From an optimization exercise on the open Yosys and OpenROAD flow, aimed at small area, a short achievable clock period and few clock cycles per item; shortcuts taken in it are not production practice.
Function was checked by simulation only, so behaviour that the tests miss may differ from the original.

==> inputs of v31 <==
## ppg_beat_trough_detector
module ppg_beat_trough_detector (
  input  logic                                clk_i,
  input  logic                                rst_ni,
  input  logic                                s_axis_tvalid,
  output logic                                s_axis_tready,
  input  logic [pbtd_pkg::IN_TDATA_W-1:0]     s_axis_tdata,
  output logic                                m_axis_tvalid,
  input  logic                                m_axis_tready,
  output logic [pbtd_pkg::OUT_TDATA_W-1:0]    m_axis_tdata,
  input  logic                                cfg_valid_i,
  output logic                                cfg_ready_o,
  input  logic [pbtd_pkg::CFG_IDX_W-1:0]      cfg_index_i,
  input  logic [pbtd_pkg::CFG_DATA_W-1:0]     cfg_data_i
);
  pbtd_pkg::cfg_t cfg;
  logic        in_vld_q;
  logic        busy_nx;    
  logic [17:0] s_in_q;
  logic        go;         
  logic        consume;
  logic        in_rdy;     
  logic        s_rdy_q;    
  assign in_rdy        = !in_vld_q || go;
  assign consume       = in_vld_q && go;
  assign s_axis_tready = s_rdy_q;
  always_ff @(posedge clk_i or negedge rst_ni) begin
    if (!rst_ni) begin
      in_vld_q <= 1'b0;
    end else if (in_rdy) begin
      in_vld_q <= s_axis_tvalid;
    end
  end
  always_ff @(posedge clk_i) begin
    s_rdy_q <= (in_rdy ? !s_axis_tvalid : !in_vld_q) || !busy_nx || m_axis_tready;
  end
  always_ff @(posedge clk_i) begin
    if (in_rdy) begin
      s_in_q <= s_axis_tdata[17:0];
    end
  end
  logic [9:0]  cnt_q, cnt_n, len;
  logic [10:0] cnt_inc;
  logic        first_n, warm_n;
  assign len     = (cfg.warmup_len == '0) ? 10'd1 : cfg.warmup_len;
  assign first_n = (cnt_q == '0);
  assign cnt_inc = {1'b0, cnt_q} + 11'd1;
  assign cnt_n   = (cnt_inc > {1'b0, len}) ? len : cnt_inc[9:0];
  assign warm_n  = (cnt_inc >= {1'b0, len});
  logic        pend_q, first_l_q, warm_l_q;
  logic [7:0]  one_q, two_q, neg_q;
  logic        s8_q;
  logic [17:0] s_k_q;
  logic [34:0] d_q, d_n;
  logic [18:0] delta;
  logic [50:0] tree_a, tree_b;
  ...
export LEC_CHECK = 0
export CAP_MARGIN = 20
export CORE_MARGIN = 2
export CORE_UTILIZATION = 40
export CTS_CLUSTER_DIAMETER = 80
export CTS_CLUSTER_SIZE = 25
export SLEW_MARGIN = 20
export SYNTH_HIERARCHICAL = 1
export SYNTH_MINIMUM_KEEP_SIZE = 0
create_clock -name core_clock -period 21.0 [get_ports {clk_i}]
run.sh (not shown) runs the stock make flow with config.mk's settings and CLKGATE_MAP_FILE= SYNTH_SCRIPT=/design/flow/synth_recipe.tcl, a recipe that flattens the netlist after the stock synthesis.
==> v27 (differences from v31) <==
--- a/flow/design.v
+++ b/flow/design.v
@@ -1570,44 +1570,22 @@
     if (go) begin
       delta_r_q <= delta;
       warm_r_q  <= warm_l_q;
     end
   end
-  logic signed [34:0] prev_q, ac;
-  logic [7:0]         refr_q, refr_d;
-  logic [18:0]        ac_hi;
-  logic               hit, pv_q;
-  assign ac_hi = d_q[34:16] - delta_r_q;
-  assign ac    = $signed({ac_hi, d_q[15:0]});
-  assign hit   = pv_q && ($signed(prev_q[34:16]) < $signed(cfg.trough_threshold)) && (ac > prev_q);
-  always_comb begin
-    refr_d = refr_q;
-    beat   = 1'b0;
-    if (warm_r_q) begin
-      if (refr_q != 8'd0) begin
-        refr_d = refr_q - 8'd1;
-      end else if (hit) begin
-        beat   = 1'b1;
-        refr_d = cfg.refractory_len;
-      end
-    end
-  end
-  always_ff @(posedge clk_i or negedge rst_ni) begin
-    if (!rst_ni) begin
-      pv_q   <= 1'b0;
-      refr_q <= '0;
-    end else if (push) begin
-      pv_q   <= 1'b1;
-      refr_q <= refr_d;
-    end
-  end
-  always_ff @(posedge clk_i) begin
-    if (push) begin
-      prev_q <= ac;
-    end
-  end
-  assign level = (ac_hi == 19'h40000) ? 19'h40001 : ac_hi;
+  pbtd_beat_detect u_beat (
+    .clk_i      (clk_i),
+    .rst_ni     (rst_ni),
+    .push_i     (push),
+    .warm_i     (warm_r_q),
+    .d_i        (d_q),
+    .delta_i    (delta_r_q),
+    .thr_i      (cfg.trough_threshold),
+    .refr_len_i (cfg.refractory_len),
+    .beat_o     (beat),
+    .level_o    (level)
+  );
   logic        out_vld_q, skid_vld_q;
   logic [20:0] out_q, skid_q, res;
   assign res = {warm_r_q, level, beat};
   assign go  = !skid_vld_q;
   assign busy_nx = skid_vld_q || (out_vld_q && push);
==> flow/flow/run.sh (new file) <==
#!/bin/bash
set -euo pipefail
bash standard.sh synth > synth.log 2>&1
bash standard.sh SETUP_SLACK_MARGIN=15.5 MATCH_CELL_FOOTPRINT=0 \
  "BUFFER_PORTS_ARGS=-buffer_cell sky130_fd_sc_hd__buf_2" finish > layout.log 2>&1
==> flow/standard.sh (new file) <==
#!/bin/bash
# synth_recipe.tcl (not shown) runs the flow's synth.tcl, then flattens the netlist and writes it again
# the make line also repeats each setting of config.mk as NAME=value (left out here)
make -C /OpenROAD-flow-scripts/flow DESIGN_CONFIG=/design/flow/config.mk WORK_HOME=/design/flow/orfs CLKGATE_MAP_FILE= SYNTH_SCRIPT=/design/flow/synth_recipe.tcl "${@:-finish}"
removed: flow/run.sh
==> v35 (differences from v31) <==
==> flow/flow/run.sh (new file) <==
#!/bin/bash
set -euo pipefail
bash standard.sh synth > synth.log 2>&1
bash standard.sh SETUP_SLACK_MARGIN=15.5 MATCH_CELL_FOOTPRINT=0 \
  "BUFFER_PORTS_ARGS=-buffer_cell sky130_fd_sc_hd__buf_2" finish > layout.log 2>&1
==> flow/standard.sh (new file) <==
#!/bin/bash
# synth_recipe.tcl (not shown) runs the flow's synth.tcl, then flattens the netlist and writes it again
# the make line also repeats each setting of config.mk as NAME=value (left out here)
make -C /OpenROAD-flow-scripts/flow DESIGN_CONFIG=/design/flow/config.mk WORK_HOME=/design/flow/orfs CLKGATE_MAP_FILE= SYNTH_SCRIPT=/design/flow/synth_recipe.tcl "${@:-finish}"
removed: flow/run.sh
==> comparison table <==
quantity	v27	v31	v35
Worst slack on hold paths	475 ps	455 ps	470 ps
Routed met1 length	36100 um	32800 um	35100 um
Fraction of area in multi-input gates	61.9%	62.4%	60.6%
Final Wtd Congestion	0.889	0.840	0.869
Tap Count	959	950	950
Crit path max fanout	9	27	18
XOR/XNOR Fraction of Synth Area	11.3%	11.7%	11.7%
Critical Path Sink	d_q[33]	d_q[32]	refr_q[0]
Endpoint with the worst hold slack	first_l_q	warm_r_q	first_l_q
Count of buffering cells on the critical path with inverters included	2	1	4
Setup repair after global routing missed its margin	yes	no	yes
WL met3	5570 um	4710 um	6950 um
CTS clk-pin slew, worst paths	90 ps	100 ps	90 ps
Critical Path Start	one_q[4]	neg_q[6]	d_q[16]
Source of the worst register-to-register timing path	one_q[4]	neg_q[6]	d_q[16]
Pin count of the biggest net entering global routing	67	66	72
Overall via count from detail_route	21400	20400	21200
Cell area after placement	0.0301 sq mm	0.0301 sq mm	0.0297 sq mm
Final core utilization	44.4%	43.6%	45.3%
Run status	no timing/DRC/antenna violations	no timing/DRC/antenna violations	no timing/DRC/antenna violations
Post-synthesis sequential area ratio	26.1%	26.5%	26.5%
Clk tree area frac	2.84%	3.02%	2.97%
Testbench counts of v31, summed over its fixed seeds: cycles 16,128, items 16,000.
Testbench counts of v27, summed over its fixed seeds: cycles 16,128, items 16,000.
Testbench counts of v35, summed over its fixed seeds: cycles 16,128, items 16,000.

==> port drivers added, routing unchanged <==
In the flow no input, the clock included, has a driving cell. The finished layouts below were timed again as built, in two steps. Step 1, drivers: a clkbuf_16 drives clk_i and a buf_2 each remaining input, both assumed. Step 2 also shifts input and output timing later by t, the mid clock arrival at the registers, as if the neighbouring blocks saw the same clock. a / b / c = no drivers / after step 1 / after step 2; a / b = the first two.
run | shift t [ns] | slack for setup (ns) | hold slack, ns
v31 | 0.663 | 14.427 / 14.427 / 14.427 | 0.455 / 0.455 / 0.455
v27 | 0.657 | 15.540 / 15.485 / 15.032 | 0.475 / 0.475 / 0.475
v35 | 0.665 | 15.557 / 15.553 / 15.184 | 0.470 / 0.470 / 0.470
After both steps every run listed still meets setup and hold. For v27, which loses most, drivers alone change the setup slack by -0.055 ns; drivers and shift together by -0.508 ns.
